Optimization exercise on an open flow, not production practice.
RTL: at most simulated, not proved equivalent.
Power: default activity.

==> design/flow/design.v <==
module echo_train_gen #(
  parameter int N_ECHO  = 5,
  parameter int DW      = 10,
  parameter int CNT_W   = 16,
  parameter int PERIOD  = 200,
  parameter int NOISE_W = 4
) (
  input  logic                          clk,
  input  logic                          reset,
  input  logic                          start,
  input  logic                          stop,
  input  logic                          mode,
  input  logic                          noise_en,
  input  logic [8*(N_ECHO+1)-1:0]       amp_i,
  input  logic [CNT_W*(N_ECHO+1)-1:0]   delay_i,
  output logic [DW-1:0]                 sum_o,
  output logic [7:0]                    start_o,
  output logic                          busy,
  output logic                          frame_o
);
  localparam int NP = N_ECHO + 1;
  logic             run_q;
  logic             busy_q;    
  logic             last_q;
  logic             first_q;
  logic [7:0]       cnt_q;
  logic [15:0]      lfsr_q;
  logic [DW-1:0]    sum_q;
  logic [7:0]       st_q;
  logic             frame_q;
  logic [7:0]       amp_q [NP];
  logic [7:0]       pos_q [NP];
  logic [7:0]       sb_q  [NP];
  logic [7:0]       h1_q  [NP];
  logic [7:0]       h2_q  [NP];
  logic             hc_q  [NP];
  logic [10:0]      y1_q, y2_q, y3_q;
  logic [7:0]       p0_q;
  logic go, ld;
  assign go = run_q && !stop;
  assign ld = !run_q || last_q;
  logic [7:0] sb_d [NP];
  for (genvar k = 0; k < NP; k++) begin : g_shape
    logic [7:0] u;
    logic       win;
    logic [7:0] s4;
    assign u = pos_q[k];
    assign win = (u[7:4] == 4'd0 && u[3:0] <= 4'd11) || (u[7:2] == 6'h3F);
    localparam logic [127:0] SHAPE4 = 128'h230e0502050e23477cb9ebffebb97c47;
    assign s4 = SHAPE4[8*u[3:0] +: 8];
    assign sb_d[k] = win ? s4 : 8'd0;
  end
  logic [7:0] h1_d [NP];
  logic [7:0] h2_d [NP];
  logic       hc_d [NP];
  for (genvar k = 0; k < NP; k++) begin : g_mul
    etg_mul u_mul (.a(amp_q[k]), .s(sb_q[k]), .h1(h1_d[k]), .h2(h2_d[k]), .hc(hc_d[k]));
  end
  logic [10:0] y1_d, y2_d, y3_d;
  etg_sum u_sum (
    .h1({h1_q[5], h1_q[4], h1_q[3], h1_q[2], h1_q[1], h1_q[0]}),
    .h2({h2_q[5], h2_q[4], h2_q[3], h2_q[2], h2_q[1], h2_q[0]}),
    .hc({hc_q[5], hc_q[4], hc_q[3], hc_q[2], hc_q[1], hc_q[0]}),
    .y1(y1_d), .y2(y2_d), .y3(y3_d));
  logic       v0   [NP];
  logic       z0_q [NP];  
  for (genvar k = 0; k < NP; k++) begin : g_early
    assign v0[k] = z0_q[k] && amp_q[k][7];
  end
  logic [7:0] sb_in [NP];    
  logic [1:0] h1_in [NP];    
  logic       h2_in [NP];
  logic       hc_in [NP];
  logic       z0_in [NP];
  logic [7:0] pos_in [NP];
  always_comb begin
    for (int k = 0; k < NP; k++) begin
      logic [7:0]  a;
      logic [15:0] d;
      logic        hz, d0, d1, d2;
      logic [8:0]  lo5;
      a  = amp_i[8*k +: 8];
      d  = delay_i[CNT_W*k +: CNT_W];
      hz = d[15:2] == 14'd0;
      d0 = hz && d[1:0] == 2'd0;
      d1 = hz && d[1:0] == 2'd1;
      d2 = hz && d[1:0] == 2'd2;
      lo5 = {1'b0, a[5:0], 2'b00} + {1'b0, a};
      z0_in[k]  = d0;
      sb_in[k]  = d0 ? 8'd14 : d1 ? 8'd5 : d2 ? 8'd2 : 8'd0;
      h1_in[k]  = d0 ? a[7:6] : 2'd0;
      h2_in[k]  = d1 && a[7];
      hc_in[k]  = d0 && lo5[8];
      pos_in[k] = (d[15:8] != 8'd0 || d[7:0] >= 8'(PERIOD)) ? 8'd13 : ~d[7:0];
    end
  end
  logic [2:0] x0;
  logic [4:0] x0n;
  logic s1, c1, s2, c2, s3, c3, s4, c4;
  assign s1 = v0[0] ^ v0[1] ^ v0[2];
  assign c1 = (v0[0] & v0[1]) | (v0[2] & (v0[0] ^ v0[1]));
  assign s2 = v0[3] ^ v0[4] ^ v0[5];
  assign c2 = (v0[3] & v0[4]) | (v0[5] & (v0[3] ^ v0[4]));
  assign s3 = s1 ^ s2 ^ lfsr_q[0];
  assign c3 = (s1 & s2) | (lfsr_q[0] & (s1 ^ s2));
  assign s4 = c1 ^ c2 ^ lfsr_q[1];
  assign c4 = (c1 & c2) | (lfsr_q[1] & (c1 ^ c2));
  assign x0  = {1'b0, c1, s1} + {1'b0, c2, s2};
  assign x0n = {1'b0, lfsr_q[3:2], s4, s3} + {1'b0, c4, c3, 1'b0};
  logic [10:0]   xs, xns;
  logic [DW-1:0] xsat, xnsat;
  assign xs    = y1_q + y2_q + y3_q;
  assign xns   = y1_q + y2_q + y3_q + 11'(lfsr_q[3:0]);
  assign xsat  = first_q ? 10'(x0)  : xs[10]  ? 10'd1023 : xs[9:0];
  assign xnsat = first_q ? 10'(x0n) : xns[10] ? 10'd1023 : xns[9:0];
  always_ff @(posedge clk or posedge reset) begin
    if (reset) begin
      run_q   <= 1'b0;
      busy_q  <= 1'b0;
      lfsr_q  <= 16'hACE1;
      sum_q   <= '0;
      st_q    <= '0;
      frame_q <= 1'b0;
    end else begin
      run_q   <= run_q ? !(stop || (last_q && !mode)) : (start && !stop);
      busy_q  <= busy_q ? !(stop || (last_q && !mode)) : (start && !stop);
      if (run_q) lfsr_q <= {lfsr_q[0] ^ lfsr_q[2] ^ lfsr_q[3] ^ lfsr_q[5], lfsr_q[15:1]};
      sum_q   <= go ? (noise_en ? xnsat : xsat) : 10'd0;
      st_q    <= go ? (first_q ? {7'd0, v0[0]} : p0_q) : 8'd0;
      frame_q <= go && last_q;
    end
  end
  always_ff @(posedge clk) begin
    cnt_q   <= ld ? 8'd0 : cnt_q + 8'd1;
    last_q  <= run_q && cnt_q == 8'(PERIOD - 2);
    first_q <= ld;
    for (int k = 0; k < NP; k++) begin
      if (ld) begin
        amp_q[k] <= amp_i[8*k +: 8];
        z0_q[k]  <= z0_in[k];
        pos_q[k] <= pos_in[k];
        sb_q[k]  <= sb_in[k];
        h1_q[k]  <= {6'd0, h1_in[k]};
        h2_q[k]  <= {7'd0, h2_in[k]};
        hc_q[k]  <= hc_in[k];
      end else begin
        pos_q[k] <= pos_q[k] + 8'd1;
        sb_q[k]  <= sb_d[k];
        h1_q[k]  <= h1_d[k];
        h2_q[k]  <= h2_d[k];
        hc_q[k]  <= hc_d[k];
      end
    end
    y1_q <= y1_d;
    y2_q <= y2_d;
    y3_q <= y3_d;
    p0_q <= h1_q[0] + h2_q[0] + {7'd0, hc_q[0]};
  end
  assign sum_o   = sum_q;
  assign start_o = st_q;
  assign frame_o = frame_q;
  assign busy    = busy_q;
endmodule
module etg_mul (input logic [7:0] a, input logic [7:0] s, output logic [7:0] h1, output logic [7:0] h2, output logic hc);
  logic t1, t2, t3, t4, t5, t6, t7, t8, t9, t10, t11, t12, t13, t14, t15, t16;
  logic t17, t18, t19, t20, t21, t22, t23, t24, t25, t26, t27, t28, t29, t30, t31, t32;
  logic t33, t34, t35, t36, t37, t38, t39, t40, t41, t42, t43, t44, t45, t46, t47, t48;
  logic t49, t50, t51, t52, t53, t54, t55, t56, t57, t58, t59, t60, t61, t62, t63, t64;
  logic t65, t66, t67, t68, t69, t70, t71, t72, t73, t74, t75, t76, t77, t78, t79, t80;
  logic t81, t82, t83, t84;
  assign t1 = (a[0] & s[6]) ^ (a[1] & s[5]);
  assign t2 = (a[0] & s[6]) & (a[1] & s[5]);
  assign t3 = (a[0] & s[7]) ^ (a[1] & s[6]) ^ (a[2] & s[5]);
  assign t4 = ((a[0] & s[7]) & (a[1] & s[6])) | ((a[2] & s[5]) & ((a[0] & s[7]) ^ (a[1] & s[6])));
  assign t5 = (a[3] & s[4]) ^ (a[4] & s[3]);
  assign t6 = (a[3] & s[4]) & (a[4] & s[3]);
  assign t7 = (a[1] & s[7]) ^ (a[2] & s[6]) ^ (a[3] & s[5]);
  assign t8 = ((a[1] & s[7]) & (a[2] & s[6])) | ((a[3] & s[5]) & ((a[1] & s[7]) ^ (a[2] & s[6])));
  assign t9 = (a[4] & s[4]) ^ (a[5] & s[3]);
  assign t10 = (a[4] & s[4]) & (a[5] & s[3]);
  assign t11 = (a[2] & s[7]) ^ (a[3] & s[6]) ^ (a[4] & s[5]);
  assign t12 = ((a[2] & s[7]) & (a[3] & s[6])) | ((a[4] & s[5]) & ((a[2] & s[7]) ^ (a[3] & s[6])));
  assign t13 = (a[0] & s[4]) ^ (a[1] & s[3]);
  assign t14 = (a[0] & s[4]) & (a[1] & s[3]);
  assign t15 = (a[0] & s[5]) ^ (a[1] & s[4]) ^ (a[2] & s[3]);
  assign t16 = ((a[0] & s[5]) & (a[1] & s[4])) | ((a[2] & s[3]) & ((a[0] & s[5]) ^ (a[1] & s[4])));
  assign t17 = (a[3] & s[2]) ^ (a[4] & s[1]);
  assign t18 = (a[3] & s[2]) & (a[4] & s[1]);
  assign t19 = t1 ^ (a[2] & s[4]) ^ (a[3] & s[3]);
  assign t20 = (t1 & (a[2] & s[4])) | ((a[3] & s[3]) & (t1 ^ (a[2] & s[4])));
  assign t21 = (a[4] & s[2]) ^ (a[5] & s[1]) ^ (a[6] & s[0]);
  assign t22 = ((a[4] & s[2]) & (a[5] & s[1])) | ((a[6] & s[0]) & ((a[4] & s[2]) ^ (a[5] & s[1])));
  assign t23 = t2 ^ t3 ^ t5;
  assign t24 = (t2 & t3) | (t5 & (t2 ^ t3));
  assign t25 = (a[5] & s[2]) ^ (a[6] & s[1]) ^ (a[7] & s[0]);
  assign t26 = ((a[5] & s[2]) & (a[6] & s[1])) | ((a[7] & s[0]) & ((a[5] & s[2]) ^ (a[6] & s[1])));
  assign t27 = t4 ^ t6 ^ t7;
  assign t28 = (t4 & t6) | (t7 & (t4 ^ t6));
  assign t29 = t9 ^ (a[6] & s[2]) ^ (a[7] & s[1]);
  assign t30 = (t9 & (a[6] & s[2])) | ((a[7] & s[1]) & (t9 ^ (a[6] & s[2])));
  assign t31 = t8 ^ t10 ^ t11;
  assign t32 = (t8 & t10) | (t11 & (t8 ^ t10));
  assign t33 = (a[5] & s[4]) ^ (a[6] & s[3]) ^ (a[7] & s[2]);
  assign t34 = ((a[5] & s[4]) & (a[6] & s[3])) | ((a[7] & s[2]) & ((a[5] & s[4]) ^ (a[6] & s[3])));
  assign t35 = t12 ^ (a[3] & s[7]) ^ (a[4] & s[6]);
  assign t36 = (t12 & (a[3] & s[7])) | ((a[4] & s[6]) & (t12 ^ (a[3] & s[7])));
  assign t37 = (a[5] & s[5]) ^ (a[6] & s[4]) ^ (a[7] & s[3]);
  assign t38 = ((a[5] & s[5]) & (a[6] & s[4])) | ((a[7] & s[3]) & ((a[5] & s[5]) ^ (a[6] & s[4])));
  assign t39 = (a[4] & s[7]) ^ (a[5] & s[6]) ^ (a[6] & s[5]);
  assign t40 = ((a[4] & s[7]) & (a[5] & s[6])) | ((a[6] & s[5]) & ((a[4] & s[7]) ^ (a[5] & s[6])));
  assign t41 = (a[0] & s[3]) ^ (a[1] & s[2]);
  assign t42 = (a[0] & s[3]) & (a[1] & s[2]);
  assign t43 = t13 ^ (a[2] & s[2]) ^ (a[3] & s[1]);
  assign t44 = (t13 & (a[2] & s[2])) | ((a[3] & s[1]) & (t13 ^ (a[2] & s[2])));
  assign t45 = t14 ^ t15 ^ t17;
  assign t46 = (t14 & t15) | (t17 & (t14 ^ t15));
  assign t47 = t16 ^ t18 ^ t19;
  assign t48 = (t16 & t18) | (t19 & (t16 ^ t18));
  assign t49 = t20 ^ t22 ^ t23;
  assign t50 = (t20 & t22) | (t23 & (t20 ^ t22));
  assign t51 = t24 ^ t26 ^ t27;
  assign t52 = (t24 & t26) | (t27 & (t24 ^ t26));
  assign t53 = t28 ^ t30 ^ t31;
  assign t54 = (t28 & t30) | (t31 & (t28 ^ t30));
  assign t55 = t32 ^ t34 ^ t35;
  assign t56 = (t32 & t34) | (t35 & (t32 ^ t34));
  assign t57 = t36 ^ t38 ^ t39;
  assign t58 = (t36 & t38) | (t39 & (t36 ^ t38));
  assign t59 = t40 ^ (a[5] & s[7]) ^ (a[6] & s[6]);
  assign t60 = (t40 & (a[5] & s[7])) | ((a[6] & s[6]) & (t40 ^ (a[5] & s[7])));
  assign t61 = (a[0] & s[2]) ^ (a[1] & s[1]);
  assign t62 = (a[0] & s[2]) & (a[1] & s[1]);
  assign t63 = t41 ^ (a[2] & s[1]) ^ (a[3] & s[0]);
  assign t64 = (t41 & (a[2] & s[1])) | ((a[3] & s[0]) & (t41 ^ (a[2] & s[1])));
  assign t65 = t42 ^ t43 ^ (a[4] & s[0]);
  assign t66 = (t42 & t43) | ((a[4] & s[0]) & (t42 ^ t43));
  assign t67 = t44 ^ t45 ^ (a[5] & s[0]);
  assign t68 = (t44 & t45) | ((a[5] & s[0]) & (t44 ^ t45));
  assign t69 = t46 ^ t47 ^ t21;
  assign t70 = (t46 & t47) | (t21 & (t46 ^ t47));
  assign t71 = t48 ^ t49 ^ t25;
  assign t72 = (t48 & t49) | (t25 & (t48 ^ t49));
  assign t73 = t50 ^ t51 ^ t29;
  assign t74 = (t50 & t51) | (t29 & (t50 ^ t51));
  assign t75 = t52 ^ t53 ^ t33;
  assign t76 = (t52 & t53) | (t33 & (t52 ^ t53));
  assign t77 = t54 ^ t55 ^ t37;
  assign t78 = (t54 & t55) | (t37 & (t54 ^ t55));
  assign t79 = t56 ^ t57 ^ (a[7] & s[4]);
  assign t80 = (t56 & t57) | ((a[7] & s[4]) & (t56 ^ t57));
  assign t81 = t58 ^ t59 ^ (a[7] & s[5]);
  assign t82 = (t58 & t59) | ((a[7] & s[5]) & (t58 ^ t59));
  assign t83 = t60 ^ (a[6] & s[7]) ^ (a[7] & s[6]);
  assign t84 = (t60 & (a[6] & s[7])) | ((a[7] & s[6]) & (t60 ^ (a[6] & s[7])));
  logic [15:0] r1;
  assign r1 = {1'b0, t84, t82, t80, t78, t76, t74, t72, t70, t68, t66, t64, t62, t61, (a[0] & s[1]), (a[0] & s[0])};
  logic [15:0] r2;
  assign r2 = {1'b0, (a[7] & s[7]), t83, t81, t79, t77, t75, t73, t71, t69, t67, t65, t63, (a[2] & s[0]), (a[1] & s[0]), 1'b0};
  logic [8:0] lo;
  logic [3:0] top;
  assign lo  = {1'b0, r1[7:0]} + {1'b0, r2[7:0]};
  assign top = r1[15:12] + r2[15:12];
  assign hc  = lo[8];
  assign h1  = {top, r1[11:8]};
  assign h2  = {4'd0, r2[11:8]};
endmodule
module etg_sum (input logic [47:0] h1, input logic [47:0] h2, input logic [5:0] hc, output logic [10:0] y1, output logic [10:0] y2, output logic [10:0] y3);
  logic t1, t2, t3, t4, t5, t6, t7, t8, t9, t10, t11, t12, t13, t14, t15, t16;
  logic t17, t18, t19, t20, t21, t22, t23, t24, t25, t26, t27, t28, t29, t30, t31, t32;
  logic t33, t34, t35, t36, t37, t38, t39, t40, t41, t42, t43, t44, t45, t46, t47, t48;
  logic t49, t50, t51, t52, t53, t54, t55, t56, t57, t58, t59, t60, t61, t62, t63, t64;
  logic t65, t66, t67, t68, t69, t70, t71, t72, t73, t74, t75, t76, t77, t78, t79, t80;
  logic t81, t82, t83, t84, t85, t86, t87, t88, t89, t90, t91, t92, t93, t94, t95, t96;
  logic t97, t98, t99, t100, t101, t102, t103, t104, t105, t106, t107, t108, t109, t110, t111, t112;
  logic t113, t114, t115, t116, t117, t118, t119, t120;
  assign t1 = h1[0] ^ h2[0] ^ hc[0];
  assign t2 = (h1[0] & h2[0]) | (hc[0] & (h1[0] ^ h2[0]));
  assign t3 = h1[8] ^ h2[8] ^ hc[1];
  assign t4 = (h1[8] & h2[8]) | (hc[1] & (h1[8] ^ h2[8]));
  assign t5 = h1[16] ^ h2[16];
  assign t6 = h1[16] & h2[16];
  assign t7 = h1[1] ^ h2[1] ^ h1[9];
  assign t8 = (h1[1] & h2[1]) | (h1[9] & (h1[1] ^ h2[1]));
  assign t9 = t1 ^ t3 ^ t5;
  assign t10 = (t1 & t3) | (t5 & (t1 ^ t3));
  assign t11 = hc[2] ^ h1[24] ^ h2[24];
  assign t12 = (hc[2] & h1[24]) | (h2[24] & (hc[2] ^ h1[24]));
  assign t13 = t2 ^ t4 ^ t6;
  assign t14 = (t2 & t4) | (t6 & (t2 ^ t4));
  assign t15 = t7 ^ h2[9] ^ h1[17];
  assign t16 = (t7 & h2[9]) | (h1[17] & (t7 ^ h2[9]));
  assign t17 = h2[17] ^ h1[25] ^ h2[25];
  assign t18 = (h2[17] & h1[25]) | (h2[25] & (h2[17] ^ h1[25]));
  assign t19 = t8 ^ h1[2] ^ h2[2];
  assign t20 = (t8 & h1[2]) | (h2[2] & (t8 ^ h1[2]));
  assign t21 = h1[10] ^ h2[10] ^ h1[18];
  assign t22 = (h1[10] & h2[10]) | (h1[18] & (h1[10] ^ h2[10]));
  assign t23 = h2[18] ^ h1[26] ^ h2[26];
  assign t24 = (h2[18] & h1[26]) | (h2[26] & (h2[18] ^ h1[26]));
  assign t25 = h1[34] ^ h2[34];
  assign t26 = h1[34] & h2[34];
  assign t27 = h1[3] ^ h2[3] ^ h1[11];
  assign t28 = (h1[3] & h2[3]) | (h1[11] & (h1[3] ^ h2[3]));
  assign t29 = h2[11] ^ h1[19] ^ h2[19];
  assign t30 = (h2[11] & h1[19]) | (h2[19] & (h2[11] ^ h1[19]));
  assign t31 = h1[27] ^ h2[27] ^ h1[35];
  assign t32 = (h1[27] & h2[27]) | (h1[35] & (h1[27] ^ h2[27]));
  assign t33 = h2[35] ^ h1[43];
  assign t34 = h2[35] & h1[43];
  assign t35 = h1[4] ^ h1[12];
  assign t36 = h1[4] & h1[12];
  assign t37 = t9 ^ t11 ^ hc[3];
  assign t38 = (t9 & t11) | (hc[3] & (t9 ^ t11));
  assign t39 = h1[32] ^ h2[32];
  assign t40 = h1[32] & h2[32];
  assign t41 = t10 ^ t12 ^ t13;
  assign t42 = (t10 & t12) | (t13 & (t10 ^ t12));
  assign t43 = t15 ^ t17 ^ h1[33];
  assign t44 = (t15 & t17) | (h1[33] & (t15 ^ t17));
  assign t45 = h2[33] ^ h1[41];
  assign t46 = h2[33] & h1[41];
  assign t47 = t14 ^ t16 ^ t18;
  assign t48 = (t14 & t16) | (t18 & (t14 ^ t16));
  assign t49 = t19 ^ t21 ^ t23;
  assign t50 = (t19 & t21) | (t23 & (t19 ^ t21));
  assign t51 = t25 ^ h1[42] ^ h2[42];
  assign t52 = (t25 & h1[42]) | (h2[42] & (t25 ^ h1[42]));
  assign t53 = t20 ^ t22 ^ t24;
  assign t54 = (t20 & t22) | (t24 & (t20 ^ t22));
  assign t55 = t26 ^ t27 ^ t29;
  assign t56 = (t26 & t27) | (t29 & (t26 ^ t27));
  assign t57 = t31 ^ t33 ^ h2[43];
  assign t58 = (t31 & t33) | (h2[43] & (t31 ^ t33));
  assign t59 = t28 ^ t30 ^ t32;
  assign t60 = (t28 & t30) | (t32 & (t28 ^ t30));
  assign t61 = t34 ^ t35 ^ h1[20];
  assign t62 = (t34 & t35) | (h1[20] & (t34 ^ t35));
  assign t63 = h1[28] ^ h1[36] ^ h1[44];
  assign t64 = (h1[28] & h1[36]) | (h1[44] & (h1[28] ^ h1[36]));
  assign t65 = t36 ^ h1[5] ^ h1[13];
  assign t66 = (t36 & h1[5]) | (h1[13] & (t36 ^ h1[5]));
  assign t67 = h1[21] ^ h1[29] ^ h1[37];
  assign t68 = (h1[21] & h1[29]) | (h1[37] & (h1[21] ^ h1[29]));
  assign t69 = h1[6] ^ h1[14] ^ h1[22];
  assign t70 = (h1[6] & h1[14]) | (h1[22] & (h1[6] ^ h1[14]));
  assign t71 = h1[7] ^ h1[15];
  assign t72 = h1[7] & h1[15];
  assign t73 = t37 ^ t39 ^ hc[4];
  assign t74 = (t37 & t39) | (hc[4] & (t37 ^ t39));
  assign t75 = t38 ^ t40 ^ t41;
  assign t76 = (t38 & t40) | (t41 & (t38 ^ t40));
  assign t77 = t43 ^ t45;
  assign t78 = t43 & t45;
  assign t79 = t42 ^ t44 ^ t46;
  assign t80 = (t42 & t44) | (t46 & (t42 ^ t44));
  assign t81 = t47 ^ t49 ^ t51;
  assign t82 = (t47 & t49) | (t51 & (t47 ^ t49));
  assign t83 = t48 ^ t50 ^ t52;
  assign t84 = (t48 & t50) | (t52 & (t48 ^ t50));
  assign t85 = t53 ^ t55 ^ t57;
  assign t86 = (t53 & t55) | (t57 & (t53 ^ t55));
  assign t87 = t54 ^ t56 ^ t58;
  assign t88 = (t54 & t56) | (t58 & (t54 ^ t56));
  assign t89 = t59 ^ t61 ^ t63;
  assign t90 = (t59 & t61) | (t63 & (t59 ^ t61));
  assign t91 = t60 ^ t62 ^ t64;
  assign t92 = (t60 & t62) | (t64 & (t60 ^ t62));
  assign t93 = t65 ^ t67 ^ h1[45];
  assign t94 = (t65 & t67) | (h1[45] & (t65 ^ t67));
  assign t95 = t66 ^ t68 ^ t69;
  assign t96 = (t66 & t68) | (t69 & (t66 ^ t68));
  assign t97 = h1[30] ^ h1[38] ^ h1[46];
  assign t98 = (h1[30] & h1[38]) | (h1[46] & (h1[30] ^ h1[38]));
  assign t99 = t70 ^ t71 ^ h1[23];
  assign t100 = (t70 & t71) | (h1[23] & (t70 ^ t71));
  assign t101 = h1[31] ^ h1[39] ^ h1[47];
  assign t102 = (h1[31] & h1[39]) | (h1[47] & (h1[31] ^ h1[39]));
  assign t103 = t73 ^ h1[40];
  assign t104 = t73 & h1[40];
  assign t105 = t74 ^ t75 ^ t77;
  assign t106 = (t74 & t75) | (t77 & (t74 ^ t75));
  assign t107 = t76 ^ t78 ^ t79;
  assign t108 = (t76 & t78) | (t79 & (t76 ^ t78));
  assign t109 = t80 ^ t82 ^ t83;
  assign t110 = (t80 & t82) | (t83 & (t80 ^ t82));
  assign t111 = t84 ^ t86 ^ t87;
  assign t112 = (t84 & t86) | (t87 & (t84 ^ t86));
  assign t113 = t88 ^ t90 ^ t91;
  assign t114 = (t88 & t90) | (t91 & (t88 ^ t90));
  assign t115 = t92 ^ t94 ^ t95;
  assign t116 = (t92 & t94) | (t95 & (t92 ^ t94));
  assign t117 = t96 ^ t98 ^ t99;
  assign t118 = (t96 & t98) | (t99 & (t96 ^ t98));
  assign t119 = t100 ^ t102;
  assign t120 = t100 & t102;
  logic [10:0] r1;
  assign r1 = {1'b0, t120, t118, t116, t114, t112, t110, t108, t106, t104, t103};
  logic [10:0] r2;
  assign r2 = {1'b0, 1'b0, t119, t117, t115, t113, t111, t109, t107, t105, h2[40]};
  logic [10:0] r3;
  assign r3 = {1'b0, 1'b0, t72, t101, t97, t93, t89, t85, t81, h2[41], hc[5]};
  assign y1 = r1;
  assign y2 = r2;
  assign y3 = r3;
endmodule
==> design/flow/flow/run.sh <==
#!/bin/bash
set -euo pipefail
MARGIN=${MARGIN:-7}
PORTBUF=${PORTBUF:-sky130_fd_sc_hd__buf_1}
sed -e "s/SETUP_SLACK_MARGIN=[0-9.]*/SETUP_SLACK_MARGIN=$MARGIN/" \
    -e "s/\"\${@:-finish}\"/BUFFER_PORTS_ARGS='-buffer_cell $PORTBUF' \"\${@:-finish}\"/" \
    standard.sh > standard_flow.sh
bash standard_flow.sh > standard.log 2>&1
==> design/flow/standard.sh <==
#!/bin/bash
# synth_recipe.tcl (not shown) runs the flow's synth.tcl, then flattens the netlist and writes it again
# the make line also repeats each setting of config.mk as NAME=value (left out here)
make -C /OpenROAD-flow-scripts/flow DESIGN_CONFIG=/design/flow/config.mk WORK_HOME=/design/flow/orfs CLKGATE_MAP_FILE= SYNTH_SCRIPT=/design/flow/synth_recipe.tcl "${@:-finish}"
==> design/flow/config.mk <==
export PLATFORM = sky130hd
export DESIGN_NAME = echo_train_gen
export DESIGN_NICKNAME = echo_train_gen
export VERILOG_FILES = /design/flow/design.v
export SDC_FILE = /design/flow/constraint.sdc
export NUM_CORES = 4
export LEC_CHECK = 0
export CAP_MARGIN = 20
export CORE_MARGIN = 2
export CORE_UTILIZATION = 50
export CTS_CLUSTER_DIAMETER = 100
export CTS_CLUSTER_SIZE = 30
export PLACE_DENSITY = 0.8
export SETUP_SLACK_MARGIN = 5
export SLEW_MARGIN = 20
==> design/flow/constraint.sdc <==
create_clock -name core_clock -period 10.5 [get_ports {clk}]
set_input_delay 2.1000 -clock core_clock [delete_from_list [all_inputs] [get_ports {clk}]]
set_output_delay 2.1000 -clock core_clock [all_outputs]
set_load 0.01 [all_outputs]
==> results.sh, run 1 <==
export IMPL_outcome="timing/DRC/antenna clean"
export IMPL_yosysWarnings=34
export IMPL_htree_levels=1
export IMPL_gp_congestion=0.8678
export IMPL_synth_seq_cells=311
export IMPL_post_route_util_pct=55.72
export IMPL_num_vias=16980
export IMPL_path_cells="and2_1, ha_1, fa_1, fa_1, fa_1, ha_1, o21ai_0, o21bai_1, a21oi_2, o22ai_1"
export IMPL_synthesis_nets=2977
export IMPL_yosys_area_share_xor_xnor_pct=2.646
export IMPL_critPathCaptureType="register"
export IMPL_synth_enable_flop_cells=54
export IMPL_nNetsFinal=3161
export IMPL_remaining_drc_errors=0
export IMPL_start_util_pct=50.48
export IMPL_slew_limit_headroom_pct=56.14
export IMPL_die_h_um=220.6
export IMPL_first_iter_violations=921
export IMPL_grt_first_pass_wirelength_mm=86.02
export IMPL_fin_crit_ns=3.408
export IMPL_io_buffers=169
export IMPL_grt_overflow_total=0
export IMPL_first_global_vias=17840
export IMPL_yosys_area_share_simple_pct=16.57
export IMPL_start_kind="register"
export IMPL_cpPeakStageDelay_ns=0.57
export IMPL_grt_max_degree=58
export IMPL_synth_area_mux_share_pct=1.440
export IMPL_holdPathStages=0
export IMPL_drv_cap=0
export IMPL_synth_top_family_by_area="adder cells"
export IMPL_hold_slack_ns=0.3618
export IMPL_p_leak_nw=12.00
export IMPL_hp_start="h2_q[5][1]"
export IMPL_ys_seq_area_share_pct=29.68
export IMPL_cts_buffer_depth=3
export IMPL_synthTopCellsByArea="fa_1 (24%), dfxtp_1 (19%), ha_1 (10%)"
export IMPL_drtAntennaViolNets=0
export IMPL_crit_top_cell="fa_1"
export IMPL_p_per_area_mw_per_mm2=97.55
export IMPL_cts_buffers_inserted=16
export IMPL_hp_class="register to register"
export IMPL_clk_latency_ns=0.55
export IMPL_drive_gt1_share_pct=7.922
export IMPL_max_vdd_ir_drop_v=0.00009709
export IMPL_cts_tree="built"
export IMPL_area_delta_synth_final_pct=10.38
export IMPL_wl_mm=51.90
export IMPL_r2r_slack_ns=7.09
export IMPL_criticalPathCategory="register to register"
export IMPL_r2r_start="amp_q[4][0]"
export IMPL_finalCritPeriodShare_pct=32.46
export IMPL_arrival_ns=3.87
export IMPL_hpwl_mm=40.82
export IMPL_ys_flop_type="dfxtp_1"
export IMPL_avgSynthCellArea_um2=9.954
export IMPL_synth_top_cell_by_area="fa_1"
export IMPL_layout_common_cells="inv_1 (367), fa_1 (268), nand2_1 (246)"
export IMPL_clock_fmax_ghz=0.2934
export IMPL_synth_area_mm2=0.02345
export IMPL_clk_pin_slew_ns=0.11
export IMPL_routed_via_density=5.376
export IMPL_layout_commonest_cell="inv_1"
export IMPL_routedWlPerCell_um=16.43
export IMPL_tns_ns=0
export IMPL_critPathMaxFanout=7
export IMPL_finalSetupViolCount=0
export IMPL_rows=79
export IMPL_cp_num_buf_inv=0
export IMPL_synth_compound_area_share_pct=8.691
export IMPL_slowest_stage="fa_1"
export IMPL_r2r_end="hc_q[4]"
export IMPL_root_buffer="clkbuf_16"
export IMPL_antenna_found_initial=0
export IMPL_synth_cell_type_count=75
export IMPL_r2r_cells=10
export IMPL_grt_usage_pct=21.72
export IMPL_critPathTopFamily="adder cells"
export IMPL_async_flop_share_pct=11.90
export IMPL_synth_top_area_share_pct=24.24
export IMPL_tightest_slew_ns=0.6570
export IMPL_finClkSkew_ns=0.02416
export IMPL_cts_sinks=311
export IMPL_drv_slew=0
export IMPL_required_ns=10.96
export IMPL_rsz0062_at_grt="yes"
export IMPL_floorplan_io_pins=170
export IMPL_die_area_mm2=0.04865
export IMPL_finalHoldViolCount=0
export IMPL_detail_route_first_pass_iterations=7
export IMPL_core_area_mm2=0.04646
export IMPL_postSynthCellCount=2356
export IMPL_die_w_um=220.6
export IMPL_synth_fa_ha_area_share_pct=34.22
export IMPL_min_to="y3_q[1]"
export IMPL_power_total_mw=2.525
## cell usage after synthesis, drive strengths merged, types with 11 or more instances
cell / n
clkbuf: 37
a21o: 21
or3: 18
nor2: 71
a31oi: 12
mux2: 14
ha: 187
nor2b: 19
nor3: 25
nor4: 23
inv: 369
dfrtp: 29
o22ai: 30
fa: 284
nand2: 247
xnor2: 43
a22oi: 18
nand3: 35
a31o: 12
edfxtp: 54
or4: 11
a211oi: 17
and2: 255
nand2b: 22
xor2: 27
a21oi: 51
buf: 12
dfxtp: 220
o21ai: 76
## worst register-to-register path, delay by kind of cell (launching register included)
kind | cells | cell delay [ns]
compound gates | 4 | 0.54
fa+ha+maj | 5 | 2.08
flops | 1 | 0.51
simple gates | 1 | 0.21
## where the power goes
part	leakage [nW]	total [mW]	internal [mW]	switching [mW]
clock network	0.275	0.766	0.338	0.428
logic	8.92	0.377	0.173	0.204
registers	2.80	1.38	1.29	0.0898
total	12.0	2.53	1.80	0.722
## cell type report
type / instances / area [um2]
Multi-Input combinational cell: 1626 / 15230
Clock inverter: 8 / 91.34
Timing Repair Buffer: 215 / 987.2
Inverter: 370 / 1391
Antenna cell: 1 / 2.502
Tap cell: 607 / 759.5
Sequential cell: 311 / 6962
Clock buffer: 20 / 467.9
Fill cell: 3905 / 20570
## metal layers
layer  vias up  wire length [um]  global-route usage, %  share of wire [%]
met2       391             26620                  38.92                 51
met1      8518             21820                  27.63                 42
met5         -                 0                      0                  0
met3        86              2102                  2.048                4.1
li1       7983                 -                      -                  -
met4         0              1355                  7.111                2.6
## metrics by stage
stage / std cells / area (um2) / setup slack, ns
detailed placement: 3089 / 24790 / 6.315
floorplan: 2356 / 23530 / 6.819
global route: 3157 / 25880 / 6.983
finish: 3158 / 25890 / 7.092
CTS: 3131 / 25480 / 7.003
global placement: 3089 / 24790 / 6.365
## cell families (layout without fill, tap and decap cells)
kind of cell,Yosys count,in the layout
adder cells (fa/ha/maj),471,471
other,0,1
multiplexers,27,27
AO/OA/AOI/OAI,305,305
flip-flops,311,311
buffers and inverters,419,613
AND/OR/NAND/NOR,753,753
XOR/XNOR,70,70
## registers in the layout, indices dropped and copies added, names as in the netlist, 6 cells and up
name / flops
hc_q: 6
y1_q: 10
p0_q: 8
cnt_q: 8
sum_q: 10
lfsr_q: 16
sb_q: 48
pos_q: 48
amp_q: 48
st_q: 8
z0_q: 6
h1_q: 48
h2_q: 24
y3_q: 9
y2_q: 9
## how the worst max path moves through the flow
stage / from / to / cells past startpoint
after floorplan: delay_i[21] / hc_q[1] / 5
after global placement: delay_i[95] / h1_q[5][0] / 6
after detailed placement: delay_i[95] / h1_q[5][0] / 6
after CTS: amp_q[5][4] / h1_q[5][6] / 9
after global routing: y1_q[1] / sum_q[4] / 14
final: amp_q[4][0] / hc_q[4] / 10
## repair_timing
action / in CTS / in global routing
hold buffers: 0 / 0
setup endpoints to repair: 17 / 33
resized for setup: 7 / 58
buffers inserted: 14 / 26
hold endpoints to repair: 0 / 0
pin swaps: 1 / 43
cloned: 0 / 0
==> run 2, diff against run 1 <==
--- a/design/flow/flow/run.sh
+++ b/design/flow/flow/run.sh
@@ -2,3 +2,3 @@
 set -euo pipefail
-MARGIN=${MARGIN:-7}
+MARGIN=${MARGIN:-7.1}
 PORTBUF=${PORTBUF:-sky130_fd_sc_hd__buf_1}
==> results.sh, run 2 <==
export IMPL_gp_congestion=0.8802
export IMPL_cts_buffers_inserted=15
export IMPL_multiInputGateArea_mm2=0.01533
export IMPL_slew_limit_headroom_pct=57.47
export IMPL_synth_fa_ha_area_share_pct=34.22
export IMPL_cts_buffer_depth=3
export IMPL_num_antenna_cells=0
export IMPL_layout_commonest_cell="inv_1"
export IMPL_async_flop_share_pct=11.90
export IMPL_num_vias=16800
export IMPL_layout_common_cells="inv_1 (364), fa_1 (265), nand2_1 (247)"
export IMPL_tightest_slew_ns=0.6371
export IMPL_r2r_end="hc_q[1]"
export IMPL_synth_top_family_by_area="adder cells"
export IMPL_yosysWarnings=34
export IMPL_arrival_ns=3.80
export IMPL_grt_usage_pct=21.36
export IMPL_synth_top_cell_by_area="fa_1"
export IMPL_first_global_vias=17690
export IMPL_yosysMostFrequentCell="inv_1"
export IMPL_yosys_area_share_simple_pct=16.57
export IMPL_grt_max_degree=61
export IMPL_synth_seq_cells=311
export IMPL_critPathCaptureType="register"
export IMPL_drive_gt1_share_pct=9.184
export IMPL_synthesis_nets=2977
export IMPL_area_delta_synth_final_pct=10.63
export IMPL_die_w_um=220.6
export IMPL_synth_cell_type_count=75
export IMPL_finClkSkew_ns=0.02146
export IMPL_grt_overflow_total=0
export IMPL_core_area_mm2=0.04646
export IMPL_holdPathStages=0
export IMPL_clk_pin_slew_ns=0.11
export IMPL_layoutNonFillerInstCount=3155
export IMPL_outcome="timing/DRC/antenna clean"
export IMPL_ys_seq_area_share_pct=29.68
export IMPL_antenna_found_initial=0
export IMPL_htree_levels=1
export IMPL_finalCritPeriodShare_pct=32.38
export IMPL_hp_class="register to register"
export IMPL_max_vdd_ir_drop_v=0.0001255
export IMPL_tns_ns=0
export IMPL_synth_area_mm2=0.02345
export IMPL_first_iter_violations=963
export IMPL_r2r_start="amp_q[1][0]"
export IMPL_nNetsFinal=3160
export IMPL_rows=79
export IMPL_root_buffer="clkbuf_16"
export IMPL_hp_start="h2_q[5][1]"
export IMPL_start_kind="register"
export IMPL_synth_compound_area_share_pct=8.691
export IMPL_synth_top_area_share_pct=24.24
export IMPL_ys_flop_type="dfxtp_1"
export IMPL_criticalPathCategory="register to register"
export IMPL_start_util_pct=50.48
export IMPL_hold_slack_ns=0.3518
export IMPL_synth_common_cells="inv_1 (368), fa_1 (284), and2_1 (255), nand2_1 (247), dfxtp_1 (220)"
export IMPL_p_per_area_mw_per_mm2=95.59
export IMPL_synth_enable_flop_cells=54
export IMPL_dp_cells=3088
export IMPL_fillers=3836
export IMPL_required_ns=10.90
export IMPL_r2r_slack_ns=7.10
export IMPL_postSynthCellCount=2356
export IMPL_r2r_cells=10
export IMPL_die_area_mm2=0.04865
export IMPL_p_leak_nw=11.99
export IMPL_drtAntennaViolNets=0
export IMPL_die_h_um=220.6
export IMPL_clock_fmax_ghz=0.2941
export IMPL_detail_route_first_pass_iterations=5
export IMPL_grt_first_pass_wirelength_mm=84.81
export IMPL_hpwl_mm=39.53
export IMPL_yosys_area_share_xor_xnor_pct=2.646
export IMPL_io_buffers=169
export IMPL_routedWlPerCell_um=16.12
export IMPL_drv_cap=0
export IMPL_drv_slew=0
export IMPL_finalInstanceArea_mm2=0.02595
export IMPL_cts_sinks=311
export IMPL_floorplan_io_pins=170
export IMPL_wl_mm=50.87
export IMPL_synthTopCellsByArea="fa_1 (24%), dfxtp_1 (19%), ha_1 (10%)"
export IMPL_cts_tree="built"
export IMPL_critPathMaxFanout=7
export IMPL_avgSynthCellArea_um2=9.954
export IMPL_post_route_util_pct=55.85
export IMPL_finalSetupViolCount=0
export IMPL_finalHoldViolCount=0
export IMPL_fin_crit_ns=3.400
export IMPL_clk_latency_ns=0.55
export IMPL_remaining_drc_errors=0
export IMPL_synth_area_mux_share_pct=1.440
export IMPL_min_to="y3_q[1]"
export IMPL_rsz0062_at_grt="yes"
export IMPL_postPlaceCellArea_mm2=0.02484
export IMPL_area_sequential_mm2=0.006974
export IMPL_routed_via_density=5.325
==> run 2: critical path: stages, from the launching register on <==
cell      delay, ns
edfxtp_1       0.51
and2_4         0.19
fa_1           0.52
inv_1          0.05
fa_2           0.45
fa_1           0.54
inv_1          0.05
fa_1           0.43
ha_1           0.30
a21oi_2        0.16
o22ai_1        0.08
==> run 2: stage by stage <==
| stage | setup WS [ns] | power [mW] |
|---|---|---|
| after floorplan | 6.819 | 1.632 |
| after global placement | 6.693 | 1.732 |
| after detailed placement | 6.642 | 1.757 |
| after CTS | 7.019 | 2.484 |
| after global routing | 6.975 | 2.604 |
| final | 7.100 | 2.480 |
==> run 2: worst max path at each step <==
stage,from,endpoint,slack [ns],cells past startpoint
final,amp_q[1][0],hc_q[1],7.10,10
after global routing,amp_q[2][2],hc_q[2],6.97,10
after CTS,y1_q[1],sum_q[4],7.02,14
after detailed placement,delay_i[84],h1_q[5][0],6.64,6
after global placement,delay_i[21],hc_q[1],6.69,6
after floorplan,delay_i[21],hc_q[1],6.82,5
==> run 2: repair_timing <==
item | in CTS | in global routing
setup endpoints to repair | 27 | 33
buffers inserted | 23 | 18
pin swaps | 30 | 49
resized for setup | 29 | 65
hold buffers | 0 | 0
==> run 2: layout make-up <==
type	instances	area share, %
multi-input combinational	1626	59.10
sequential	311	26.88
inverter	370	5.372
timing repair buffer	215	3.819
tap	607	2.927
clock buffer	19	1.582
clock inverter	7	0.3183
==> run 2: per-layer routing <==
layer	vias to the layer above	routed length, um	GRT usage [%]
met1	8281	21520	27.51
li1	7982	-	-
met2	441	25610	37.77
met4	0	1418	6.667
met3	96	2321	2.351
met5	-	0	0
==> run 2: cells by family after synthesis <==
| logic type | after synthesis |
|---|---|
| DFF | 311 |
| AOI/OAI and AO/OA | 305 |
| and+or+nand+nor | 753 |
| buffers and inverters | 419 |
| adders and majority gates | 471 |
| muxes | 27 |
| xor gates and xnor gates | 70 |
==> run 2: power breakdown <==
part	total [mW]	switching, mW	internal [mW]
clock	0.718	0.403	0.315
combinational	0.379	0.204	0.175
sequential	1.38	0.0902	1.29
==> run 3, diff against run 2 <==
--- a/design/flow/flow/run.sh
+++ b/design/flow/flow/run.sh
@@ -2,3 +2,3 @@
 set -euo pipefail
-MARGIN=${MARGIN:-7.1}
+MARGIN=${MARGIN:-7}
 PORTBUF=${PORTBUF:-sky130_fd_sc_hd__buf_1}
--- a/design/flow/config.mk
+++ b/design/flow/config.mk
@@ -9,3 +9,3 @@
 export CORE_MARGIN = 2
-export CORE_UTILIZATION = 50
+export CORE_UTILIZATION = 40
 export CTS_CLUSTER_DIAMETER = 100
==> results.sh, run 3 <==
export IMPL_yosysWarnings=34
export IMPL_cts_buffer_depth=3
export IMPL_p_per_area_mw_per_mm2=98.75
export IMPL_ys_seq_area_share_pct=29.68
export IMPL_synthesis_nets=2977
export IMPL_cts_tree="built"
export IMPL_remaining_drc_errors=0
export IMPL_start_util_pct=40.57
export IMPL_clock_fmax_ghz=0.2920
export IMPL_p_seq_share_pct=53.5
export IMPL_start_kind="register"
export IMPL_postPlaceCellArea_mm2=0.02498
export IMPL_critPathMaxFanout=7
export IMPL_drv_cap=0
export IMPL_power_switching_mw=0.7502
export IMPL_synth_area_mm2=0.02345
export IMPL_layout_commonest_cell="inv_1"
export IMPL_rsz0062_at_grt="yes"
export IMPL_grt_overflow_total=0
export IMPL_wl_mm=50.50
export IMPL_clk_pin_slew_ns=0.11
export IMPL_slowest_stage="edfxtp_1"
export IMPL_finClkSkew_ns=0.03497
export IMPL_slew_limit_headroom_pct=55.72
export IMPL_area_delta_synth_final_pct=11.67
export IMPL_core_area_mm2=0.05781
export IMPL_cts_sinks=311
export IMPL_critPathCaptureType="register"
export IMPL_die_h_um=246.1
export IMPL_synth_top_cell_by_area="fa_1"
export IMPL_grt_usage_pct=16.87
export IMPL_drv_slew=0
export IMPL_clk_latency_ns=0.56
export IMPL_outcome="timing/DRC/antenna clean"
export IMPL_nNetsFinal=3169
export IMPL_drive_gt1_share_pct=7.852
export IMPL_ys_flop_type="dfxtp_1"
export IMPL_cts_buffers_inserted=18
export IMPL_cpPeakStageDelay_ns=0.52
export IMPL_internal_power_mw=1.836
export IMPL_finalCritPeriodShare_pct=32.61
export IMPL_antenna_found_initial=2
export IMPL_die_area_mm2=0.06058
export IMPL_routedWlPerCell_um=15.19
export IMPL_switching_share_pct=29.01
export IMPL_path_cells="and2_4, fa_1, fa_2, fa_2, fa_1, ha_2, fa_2, and2_1"
export IMPL_synth_seq_cells=311
export IMPL_drtAntennaViolNets=0
export IMPL_dp_cells=3247
export IMPL_max_vdd_ir_drop_v=0.0001674
export IMPL_yosysMostFrequentCell="inv_1"
export IMPL_power_frac_clock_pct=31.9
export IMPL_fin_crit_ns=3.424
export IMPL_rows=88
export IMPL_io_buffers=169
export IMPL_tightest_slew_ns=0.6642
export IMPL_postSynthCellCount=2356
export IMPL_finalInstanceArea_mm2=0.02619
export IMPL_arrival_ns=3.93
export IMPL_die_w_um=246.1
export IMPL_layout_common_cells="inv_1 (368), fa_1 (273), nand2_1 (247)"
export IMPL_floorplan_io_pins=170
export IMPL_gp_congestion=0.8544
export IMPL_grt_max_degree=61
export IMPL_finalSetupViolCount=0
export IMPL_pwr_share_comb_pct=14.6
export IMPL_fillers=5315
export IMPL_synth_cell_type_count=75
export IMPL_htree_levels=1
export IMPL_async_flop_share_pct=11.90
export IMPL_criticalPathCategory="register to register"
export IMPL_synth_top_area_share_pct=24.24
export IMPL_crit_top_cell="fa_2"
export IMPL_finalHoldViolCount=0
export IMPL_required_ns=11.00
export IMPL_grt_first_pass_wirelength_mm=83.32
export IMPL_first_global_vias=16950
export IMPL_hpwl_mm=39.42
export IMPL_routed_via_density=5.055
export IMPL_tns_ns=0
export IMPL_p_leak_nw=12.06
export IMPL_synthTopCellsByArea="fa_1 (24%), dfxtp_1 (19%), ha_1 (10%)"
export IMPL_root_buffer="clkbuf_16"
export IMPL_hp_class="register to register"
export IMPL_first_iter_violations=935
export IMPL_detail_route_first_pass_iterations=6
export IMPL_layoutNonFillerInstCount=3325
export IMPL_synth_enable_flop_cells=54
export IMPL_num_antenna_cells=0
export IMPL_avgSynthCellArea_um2=9.954
export IMPL_num_vias=16810
export IMPL_synth_common_cells="inv_1 (368), fa_1 (284), and2_1 (255), nand2_1 (247), dfxtp_1 (220)"
[run 3: cells by family (layout without fill, tap and decap cells)]
| kind of cell | Yosys count | in the layout | synth area share [%] |
|---|---|---|---|
| xor+xnor | 70 | 70 | 2.646 |
| compound gates | 305 | 305 | 8.691 |
| simple gates | 753 | 753 | 16.57 |
| mux | 27 | 27 | 1.440 |
| buf+inv | 419 | 623 | 6.754 |
| flops | 311 | 311 | 29.68 |
| fa+ha+maj | 471 | 471 | 34.22 |
[run 3: per-stage QoR]
stage | setup slack [ns] | total power, mW | utilization, % | hold WS [ns]
global route | 6.914 | 2.718 | 45.31 | 0.3629
finish | 7.076 | 2.586 | 45.31 | 0.3389
CTS | 6.990 | 2.593 | 44.62 | 0.3415
detailed placement | 6.679 | 1.755 | 43.22 | 0.3164
floorplan | 6.819 | 1.630 | - | 0.3096
global placement | 6.690 | 1.740 | 43.22 | 0.3132
[run 3: repair_timing]
item / 4_1_cts / 5_1_grt
gates resized for setup: 4 / 49
pin swaps: 1 / 35
cloned: 0 / 0
buffers inserted: 18 / 28
hold buffers: 0 / 0
setup endpoints to repair: 15 / 26
[run 3: path summary, 6_finish.rpt]
path | slack, ns | start | to | cells after the start
max | 7.08 | amp_q[0][4] | h1_q[0][5] | 8
min | 0.34 | h2_q[5][1] | y3_q[1] | 0
max reg2reg | 7.08 | amp_q[0][4] | h1_q[0][5] | 8
min reg2reg | 0.34 | h2_q[5][1] | y3_q[1] | 0
max in group asynchronous | 8.53 | reset | lfsr_q[7] | 3
min in group asynchronous | 1.61 | reset | frame_q | 3
[run 3: power by group through the flow]
stage	logic, mW	clock network, mW	registers (mW)
after global placement	0.332	0	1.41
after global routing	0.428	0.896	1.39
after floorplan	0.263	0	1.37
after CTS	0.360	0.852	1.38
final	0.378	0.825	1.38
after detailed placement	0.343	0	1.41
[run 3: worst max-delay path, delay by kind of cell, from the launching register on]
family | cells | cell delay [ns]
DFF | 1 | 0.52
and+or+nand+nor | 2 | 0.34
adders and majority gates | 6 | 2.52
[run 3: routing by layer]
layer | up-vias | routed length (um) | share of wire, % | GRT usage [%]
met5 | - | 13 | 0.026 | 0
met4 | 2 | 1613 | 3.2 | 5.847
met3 | 86 | 2797 | 5.5 | 2.549
met2 | 400 | 24750 | 49 | 29.11
met1 | 8323 | 21330 | 42 | 21.47
li1 | 7998 | - | - | -
[run 3: area by class of cell]
| type | count | area (um2) | area share, % |
|---|---|---|---|
| tap | 765 | 957.2 | 3.655 |
| multi-input combinational | 1626 | 15180 | 57.97 |
| timing repair buffer | 221 | 1032 | 3.942 |
| sequential | 311 | 6965 | 26.60 |
| clock buffer | 22 | 486.7 | 1.858 |
| inverter | 370 | 1391 | 5.313 |
| clock inverter | 10 | 175.2 | 0.6689 |
==> run 4, diff against run 3 <==
--- a/design/flow/config.mk
+++ b/design/flow/config.mk
@@ -12,3 +12,2 @@
 export CTS_CLUSTER_SIZE = 30
-export PLACE_DENSITY = 0.8
 export SETUP_SLACK_MARGIN = 5
==> results.sh, run 4 <==
export IMPL_grt_first_pass_wirelength_mm=86.58
export IMPL_drv_cap=0
export IMPL_finalCritPeriodShare_pct=32.84
export IMPL_avgSynthCellArea_um2=9.954
export IMPL_synthTopCellsByArea="fa_1 (24%), dfxtp_1 (19%), ha_1 (10%)"
export IMPL_routed_via_density=4.969
export IMPL_yosysMostFrequentCell="inv_1"
export IMPL_rsz0062_at_grt="yes"
export IMPL_cts_sinks=311
export IMPL_ctsHoldBuffers=0
export IMPL_synth_area_mm2=0.02345
export IMPL_finalHoldViolCount=0
export IMPL_finClkSkew_ns=0.01584
export IMPL_synth_common_cells="inv_1 (368), fa_1 (284), and2_1 (255), nand2_1 (247), dfxtp_1 (220)"
export IMPL_core_area_mm2=0.05781
export IMPL_holdPathStages=0
export IMPL_num_vias=16440
export IMPL_hp_class="register to register"
export IMPL_r2r_slack_ns=7.05
export IMPL_die_w_um=246.1
export IMPL_worst_slack_ns=7.052
export IMPL_ys_flop_type="dfxtp_1"
export IMPL_postPlaceCellArea_mm2=0.02498
export IMPL_io_buffers=169
export IMPL_nNetsFinal=3153
export IMPL_p_per_area_mw_per_mm2=99.20
export IMPL_htree_levels=1
export IMPL_layout_commonest_cell="inv_1"
export IMPL_arrival_ns=3.90
export IMPL_slew_limit_headroom_pct=46.99
export IMPL_clk_pin_slew_ns=0.11
export IMPL_switching_share_pct=29.06
export IMPL_finalSetupViolCount=0
export IMPL_start_util_pct=40.57
export IMPL_grt_max_degree=60
export IMPL_antenna_found_initial=1
export IMPL_r2r_cells=14
export IMPL_required_ns=10.95
export IMPL_path_cells="inv_1, fa_1, inv_1, ha_2, inv_1, fa_2, inv_1, ha_4, a21o_1, a21oi_2, nor3_1, and4bb_2, o32a_1, o211a_1"
export IMPL_outcome="timing/DRC/antenna clean"
export IMPL_detail_route_first_pass_iterations=4
export IMPL_clk_latency_ns=0.55
export IMPL_die_area_mm2=0.06058
export IMPL_floorplan_io_pins=170
export IMPL_layout_common_cells="inv_1 (368), fa_1 (270), nand2_1 (246)"
export IMPL_power_switching_mw=0.7506
export IMPL_p_leak_nw=11.98
export IMPL_internal_power_mw=1.832
export IMPL_finalInstanceArea_mm2=0.02604
export IMPL_criticalPathCategory="register to register"
export IMPL_cts_tree="built"
export IMPL_synth_top_area_share_pct=24.24
export IMPL_p_seq_share_pct=53.6
export IMPL_fin_crit_ns=3.448
export IMPL_synth_cell_type_count=75
export IMPL_critPathMaxFanout=5
export IMPL_synth_enable_flop_cells=54
export IMPL_rows=88
export IMPL_cts_buffer_depth=3
export IMPL_critPathCaptureType="register"
export IMPL_area_delta_synth_final_pct=11.01
export IMPL_drv_slew=0
export IMPL_synthesis_nets=2977
export IMPL_start_kind="register"
export IMPL_slowest_stage="fa_2"
export IMPL_hpwl_mm=40.71
export IMPL_power_frac_clock_pct=32.3
export IMPL_cpPeakStageDelay_ns=0.54
export IMPL_ys_seq_area_share_pct=29.68
export IMPL_synth_seq_cells=311
export IMPL_crit_top_cell="inv_1"
export IMPL_tns_ns=0
export IMPL_drive_gt1_share_pct=7.429
export IMPL_root_buffer="clkbuf_16"
export IMPL_routedWlPerCell_um=15.58
export IMPL_remaining_drc_errors=0
export IMPL_tightest_slew_ns=0.7951
export IMPL_grt_overflow_total=0
export IMPL_first_iter_violations=737
export IMPL_max_vdd_ir_drop_v=0.0001333
export IMPL_yosysWarnings=34
export IMPL_gp_congestion=0.8350
export IMPL_pre_cts_slack_ns=6.661
export IMPL_pwr_share_comb_pct=14.1
export IMPL_first_global_vias=17200
export IMPL_cts_buffers_inserted=18
export IMPL_grt_usage_pct=17.42
export IMPL_die_h_um=246.1
export IMPL_async_flop_share_pct=11.90
export IMPL_wl_mm=51.56
export IMPL_num_antenna_cells=0
export IMPL_drtAntennaViolNets=0
export IMPL_clock_fmax_ghz=0.2900
export IMPL_synth_top_cell_by_area="fa_1"
export IMPL_postSynthCellCount=2356
run 4: metrics by stage:
| stage | cells | hold WS [ns] | util [%] | total power [mW] |
|---|---|---|---|---|
| floorplan | 2356 | 0.3096 | - | 1.630 |
| global placement | 3246 | 0.3255 | 43.21 | 1.745 |
| detailed placement | 3246 | 0.3248 | 43.21 | 1.759 |
| CTS | 3296 | 0.3502 | 44.61 | 2.614 |
| global route | 3309 | 0.3604 | 45.04 | 2.716 |
| finish | 3309 | 0.3459 | 45.04 | 2.583 |
run 4: worst paths after layout:
| path | from | endpoint |
|---|---|---|
| setup reg to reg | y1_q[1] | sum_q[4] |
| hold reg to reg | h2_q[5][1] | y3_q[1] |
| max in group asynchronous | reset | lfsr_q[0] |
| min in group asynchronous | reset | lfsr_q[9] |
| setup / recovery | y1_q[1] | sum_q[4] |
| hold / removal | h2_q[5][1] | y3_q[1] |
run 4: cell families after synthesis:
kind of cell | synth area share (%)
xor gates and xnor gates | 2.646
muxes | 1.440
buffers and inverters | 6.754
and+or+nand+nor | 16.57
AOI/OAI and AO/OA | 8.691
DFF | 29.68
adders and majority gates | 34.22
run 4: timing repair:
action | CTS | global route
endpoints found under the hold margin | 0 | 0
buffers inserted | 18 | 13
endpoints found under the setup margin | 15 | 25
resized for setup | 9 | 45
pin swaps | 1 | 33
run 4: metal layers:
layer	wire [um]	GRT usage (%)	vias to the layer above	part of all wire, %
met5	0	0	-	0
li1	-	-	7976	-
met2	25630	30.41	268	50
met3	2021	2.429	49	3.9
met1	22920	22.83	8150	44
met4	983	3.957	0	1.9
run 4: layout make-up:
cell class,instances,area (um2)
flip-flops and latches,311,6963
clock inverters,11,160.2
fillers,5479,31770
well taps,765,957.2
multi-input cells,1626,15170
repair buffers,205,904.6
clock buffers,21,493.0
inverters,370,1391
run 4: critical path, delay by kind of cell (launching register included):
family,cells,cell delay [ns]
AO/OA/AOI/OAI,4,0.98
adder cells (fa/ha/maj),4,1.43
buffers and inverters,4,0.26
flip-flops,1,0.32
AND/OR/NAND/NOR,2,0.38
run 4: power groups by stage:
stage | registers (mW) | logic [mW] | clock network (mW)
floorplan | 1.37 | 0.263 | 0
global route | 1.40 | 0.414 | 0.905
CTS | 1.38 | 0.360 | 0.870
detailed placement | 1.42 | 0.343 | 0
global placement | 1.41 | 0.332 | 0
finish | 1.38 | 0.364 | 0.834
==> run 5, diff against run 4 <==
--- a/design/flow/config.mk
+++ b/design/flow/config.mk
@@ -12,2 +12,3 @@
 export CTS_CLUSTER_SIZE = 30
+export GPL_TIMING_DRIVEN = 0
 export SETUP_SLACK_MARGIN = 5
==> results.sh, run 5 <==
export IMPL_postSynthCellCount=2356
export IMPL_num_vias=16940
export IMPL_p_per_area_mw_per_mm2=100.2
export IMPL_worst_slack_ns=7.028
export IMPL_ctsHoldBuffers=0
export IMPL_die_h_um=246.1
export IMPL_ys_seq_area_share_pct=29.68
export IMPL_synth_area_mm2=0.02345
export IMPL_holdPathStages=0
export IMPL_clock_fmax_ghz=0.2880
export IMPL_tightest_slew_ns=0.9441
export IMPL_io_buffers=169
export IMPL_core_area_mm2=0.05781
export IMPL_routedWlPerCell_um=16.96
export IMPL_criticalPathCategory="register to register"
export IMPL_path_cells="and2_4, fa_1, inv_1, fa_1, fa_1, inv_1, fa_1, ha_1, a21oi_1, o22ai_1"
export IMPL_synth_top_area_share_pct=24.24
export IMPL_fillers=5522
export IMPL_ys_flop_type="dfxtp_1"
export IMPL_cts_buffer_depth=3
export IMPL_remaining_drc_errors=0
export IMPL_routed_via_density=5.039
export IMPL_synth_common_cells="inv_1 (368), fa_1 (284), and2_1 (255), nand2_1 (247), dfxtp_1 (220)"
export IMPL_antenna_found_initial=0
export IMPL_critPathTopFamily="adder cells"
export IMPL_cp_num_buf_inv=2
export IMPL_grt_max_degree=41
export IMPL_root_buffer="clkbuf_16"
export IMPL_r2r_cells=10
export IMPL_finalHoldViolCount=0
export IMPL_synth_enable_flop_cells=54
export IMPL_finalCritPeriodShare_pct=33.07
export IMPL_finalSetupViolCount=0
export IMPL_finalInstanceArea_mm2=0.02638
export IMPL_grt_overflow_total=0
export IMPL_rows=88
export IMPL_layout_common_cells="inv_1 (366), fa_1 (272), nand2_1 (246)"
export IMPL_cts_tree="built"
export IMPL_htree_levels=1
export IMPL_hpwl_mm=45.02
export IMPL_tns_ns=0
export IMPL_drtAntennaViolNets=0
export IMPL_min_to="y3_q[1]"
export IMPL_required_ns=10.90
export IMPL_max_vdd_ir_drop_v=0.00008535
export IMPL_slowest_stage="edfxtp_1"
export IMPL_synth_top_cell_by_area="fa_1"
export IMPL_gp_congestion=0.8656
export IMPL_detail_route_first_pass_iterations=5
export IMPL_drv_cap=0
export IMPL_drv_slew=0
export IMPL_outcome="timing/DRC/antenna clean"
export IMPL_hp_start="h2_q[5][1]"
export IMPL_async_flop_share_pct=11.90
export IMPL_r2r_end="hc_q[2]"
export IMPL_hp_class="register to register"
export IMPL_yosysWarnings=34
export IMPL_avgSynthCellArea_um2=9.954
export IMPL_crit_top_cell="fa_1"
export IMPL_p_leak_nw=12.15
export IMPL_floorplan_io_pins=170
export IMPL_cpPeakStageDelay_ns=0.53
export IMPL_drive_gt1_share_pct=8.128
export IMPL_r2r_start="amp_q[2][2]"
export IMPL_yosysMostFrequentCell="inv_1"
export IMPL_start_kind="register"
export IMPL_layout_commonest_cell="inv_1"
export IMPL_synth_cell_type_count=75
export IMPL_clk_latency_ns=0.55
export IMPL_pre_cts_slack_ns=6.191
export IMPL_clk_pin_slew_ns=0.11
export IMPL_fin_crit_ns=3.472
export IMPL_path_depth=10
export IMPL_r2r_slack_ns=7.03
export IMPL_postPlaceCellArea_mm2=0.02517
export IMPL_grt_first_pass_wirelength_mm=92.69
export IMPL_critPathCaptureType="register"
export IMPL_first_global_vias=17610
export IMPL_grt_usage_pct=19.26
export IMPL_first_iter_violations=864
export IMPL_wl_mm=57.01
export IMPL_nNetsFinal=3206
export IMPL_arrival_ns=3.87
export IMPL_synth_seq_cells=311
export IMPL_area_delta_synth_final_pct=12.47
export IMPL_slew_limit_headroom_pct=37.06
export IMPL_critPathMaxFanout=8
export IMPL_cts_sinks=311
export IMPL_synthTopCellsByArea="fa_1 (24%), dfxtp_1 (19%), ha_1 (10%)"
export IMPL_rsz0062_at_grt="yes"
export IMPL_die_w_um=246.1
export IMPL_die_area_mm2=0.06058
export IMPL_finClkSkew_ns=0.02563
export IMPL_synthesis_nets=2977
export IMPL_start_util_pct=40.57
export IMPL_cts_buffers_inserted=18
==> run 5: per-layer routing <==
layer  vias to the layer above  track usage (%)  routed length, um
met5                         -                0                  0
met4                         0            5.811               1630
met3                        77            1.819               2130
met2                       322            33.79              28180
met1                      8471            25.08              25070
li1                       8071                -                  -
==> run 5: what timing repair did <==
item / in CTS / in global routing
pin swaps: 4 / 22
setup endpoints to repair: 67 / 25
buffers inserted: 25 / 13
gates resized for setup: 24 / 51
==> run 5: layout make-up <==
type,count,area (um2),area share (%)
inverter,370,1389,5.265
timing repair buffer,209,962.2,3.648
clock inverter,10,158.9,0.6024
multi-input combinational,1626,15200,57.62
tap,765,957.2,3.629
sequential,311,6967,26.41
buffer,49,229.0,0.8680
antenna,1,2.502,0.009487
clock buffer,21,514.2,1.950
==> run 5: how the worst max path moves through the flow <==
stage	from	to	slack [ns]
finish	amp_q[2][2]	hc_q[2]	7.03
global route	amp_q[2][2]	hc_q[2]	6.88
CTS	amp_q[1][1]	hc_q[1]	7.00
detailed placement	delay_i[89]	h1_q[5][0]	6.19
global placement	run_q	amp_q[4][0]	4.88
floorplan	delay_i[21]	hc_q[1]	6.82
==> run 5: report_power, final <==
part           internal, mW  switching [mW]
Clock                 0.387           0.475
Combinational         0.177           0.239
Sequential             1.29          0.0714
==> run 5: cells by family after synthesis <==
family / Yosys count / synth area share, %
AOI/OAI and AO/OA: 305 / 8.691
xor gates and xnor gates: 70 / 2.646
adders and majority gates: 471 / 34.22
buffers and inverters: 419 / 6.754
DFF: 311 / 29.68
muxes: 27 / 1.440
and+or+nand+nor: 753 / 16.57
==> run 5: through the flow <==
stage / util, % / std cells / hold WS, ns / total power, mW
after floorplan: - / 2356 / 0.3096 / 1.630
after global placement: 43.46 / 3290 / 0.3127 / 1.766
after detailed placement: 43.55 / 3292 / 0.3121 / 1.785
after CTS: 45.20 / 3348 / 0.3266 / 2.666
after global routing: 45.63 / 3361 / 0.3313 / 2.778
final: 45.63 / 3362 / 0.3287 / 2.642
==> run 5: worst register-to-register path, delay by kind of cell (launching register included) <==
family,cells,cell delay (ns)
fa+ha+maj,5,2.23
buf+inv,2,0.10
simple gates,1,0.22
flops,1,0.53
compound gates,2,0.26
==> run 6, diff against run 5 <==
--- a/design/flow/flow/run.sh
+++ b/design/flow/flow/run.sh
@@ -2,3 +2,3 @@
 set -euo pipefail
-MARGIN=${MARGIN:-7}
+MARGIN=${MARGIN:-7.2}
 PORTBUF=${PORTBUF:-sky130_fd_sc_hd__buf_1}
--- a/design/flow/config.mk
+++ b/design/flow/config.mk
@@ -12,3 +12,2 @@
 export CTS_CLUSTER_SIZE = 30
-export GPL_TIMING_DRIVEN = 0
 export SETUP_SLACK_MARGIN = 5
==> results.sh, run 6 <==
export IMPL_outcome="timing/DRC/antenna clean"
export IMPL_finalSetupViolCount=0
export IMPL_start_kind="register"
export IMPL_floorplan_io_pins=170
export IMPL_layout_commonest_cell="inv_1"
export IMPL_cts_tree="built"
export IMPL_die_area_mm2=0.06058
export IMPL_p_per_area_mw_per_mm2=95.71
export IMPL_arrival_ns=3.84
export IMPL_criticalPathCategory="register to register"
export IMPL_first_iter_violations=704
export IMPL_synth_enable_flop_cells=54
export IMPL_critPathMaxFanout=6
export IMPL_finalHoldViolCount=0
export IMPL_rsz0062_at_grt="yes"
export IMPL_tightest_slew_ns=0.6610
export IMPL_num_vias=16510
export IMPL_yosysWarnings=34
export IMPL_ctsHoldBuffers=0
export IMPL_remaining_drc_errors=0
export IMPL_grt_max_degree=59
export IMPL_cts_buffers_inserted=17
export IMPL_synth_top_area_share_pct=24.24
export IMPL_ys_seq_area_share_pct=29.68
export IMPL_synth_seq_cells=311
export IMPL_cts_buffer_depth=3
export IMPL_hold_slack_ns=0.3434
export IMPL_synth_area_mm2=0.02345
export IMPL_io_buffers=169
export IMPL_root_buffer="clkbuf_16"
export IMPL_drtAntennaViolNets=0
export IMPL_die_h_um=246.1
export IMPL_synth_cell_type_count=75
export IMPL_synthesis_nets=2977
export IMPL_async_flop_share_pct=11.90
export IMPL_drv_slew=0
export IMPL_area_delta_synth_final_pct=13.13
export IMPL_nNetsFinal=3175
export IMPL_die_w_um=246.1
export IMPL_grt_usage_pct=17.51
export IMPL_htree_levels=1
export IMPL_postSynthCellCount=2356
export IMPL_hpwl_mm=40.34
export IMPL_fin_crit_ns=3.406
export IMPL_synth_top_cell_by_area="fa_1"
export IMPL_clock_fmax_ghz=0.2936
export IMPL_ys_flop_type="dfxtp_1"
export IMPL_gp_congestion=0.8585
export IMPL_detail_route_first_pass_iterations=5
export IMPL_rows=88
export IMPL_max_vdd_ir_drop_v=0.00008551
export IMPL_wl_mm=51.69
export IMPL_critPathCaptureType="register"
export IMPL_cts_sinks=311
export IMPL_first_global_vias=17340
export IMPL_slew_limit_headroom_pct=55.94
export IMPL_clk_latency_ns=0.56
export IMPL_clk_pin_slew_ns=0.11
export IMPL_finalCritPeriodShare_pct=32.44
export IMPL_routedWlPerCell_um=15.51
export IMPL_finClkSkew_ns=0.02684
export IMPL_yosysMostFrequentCell="inv_1"
export IMPL_routed_via_density=4.954
export IMPL_grt_overflow_total=0
export IMPL_antenna_found_initial=1
export IMPL_drive_gt1_share_pct=11.73
export IMPL_required_ns=10.93
export IMPL_p_leak_nw=12.08
export IMPL_synthTopCellsByArea="fa_1 (24%), dfxtp_1 (19%), ha_1 (10%)"
export IMPL_synth_common_cells="inv_1 (368), fa_1 (284), and2_1 (255), nand2_1 (247), dfxtp_1 (220)"
export IMPL_core_area_mm2=0.05781
## run 6: cell counts after synthesis
No cell type changed its count.
## run 6: layer usage
metal | vias to the layer above | GRT usage (%) | wire length, um
li1 | 8012 | - | -
met1 | 8198 | 23.02 | 23240
met2 | 244 | 30.87 | 25730
met3 | 54 | 1.928 | 1597
met4 | 0 | 3.975 | 1123
met5 | - | 0 | 0
## run 6: per-stage QoR
| step | setup WS [ns] | area, um2 | power, mW | util [%] |
|---|---|---|---|---|
| after global placement | 6.684 | 25080 | 1.748 | 43.38 |
| after floorplan | 6.819 | 23630 | 1.635 | - |
| after global routing | 6.933 | 26530 | 2.674 | 45.89 |
| after CTS | 7.087 | 26110 | 2.558 | 45.16 |
| final | 7.094 | 26530 | 2.539 | 45.90 |
| after detailed placement | 6.647 | 25080 | 1.762 | 43.38 |
## run 6: worst paths after layout
check | start | endpoint | slack [ns] | depth (start not counted)
max in group asynchronous | reset | lfsr_q[11] | 8.54 | 3
setup / recovery | amp_q[3][1] | hc_q[3] | 7.09 | 10
min in group asynchronous | reset | sum_q[0] | 1.63 | 3
setup reg to reg | amp_q[3][1] | hc_q[3] | 7.09 | 10
hold reg to reg | h2_q[5][1] | y3_q[1] | 0.34 | 0
hold / removal | h2_q[5][1] | y3_q[1] | 0.34 | 0
## run 6: cells by family after synthesis
family / count (synthesis) / share of synthesized area [%]
AND/OR/NAND/NOR: 753 / 16.57
adder cells (fa/ha/maj): 471 / 34.22
buffers and inverters: 419 / 6.754
flip-flops: 311 / 29.68
AO/OA/AOI/OAI: 305 / 8.691
XOR/XNOR: 70 / 2.646
multiplexers: 27 / 1.440
## run 6: area by class of cell
cell class / count / area, um2
clock buffer: 20 / 436.7
fill: 5398 / 31270
timing repair buffer: 228 / 1111
sequential: 311 / 6979
antenna: 2 / 5.005
tap: 765 / 957.2
clock inverter: 10 / 127.6
multi-input combinational: 1626 / 15520
inverter: 370 / 1396
## run 6: critical path, cell delays in order, from the launching register on
cell      delay (ns)
edfxtp_1        0.50
and2_4          0.21
fa_1            0.50
inv_1           0.05
fa_1            0.48
fa_1            0.49
inv_1           0.05
fa_1            0.44
ha_1            0.30
a21oi_2         0.18
o22ai_1         0.09
## run 6: report_power, final
part | total [mW] | internal [mW] | switching [mW]
Clock | 0.770 | 0.326 | 0.444
Combinational | 0.388 | 0.181 | 0.207
Sequential | 1.38 | 1.29 | 0.0885
## run 6: what timing repair did
action | 4_1_cts | 5_1_grt
gates resized for setup | 58 | 97
setup endpoints to repair | 50 | 46
pin swaps | 60 | 65
gates cloned | 0 | 0
setup buffers | 40 | 14
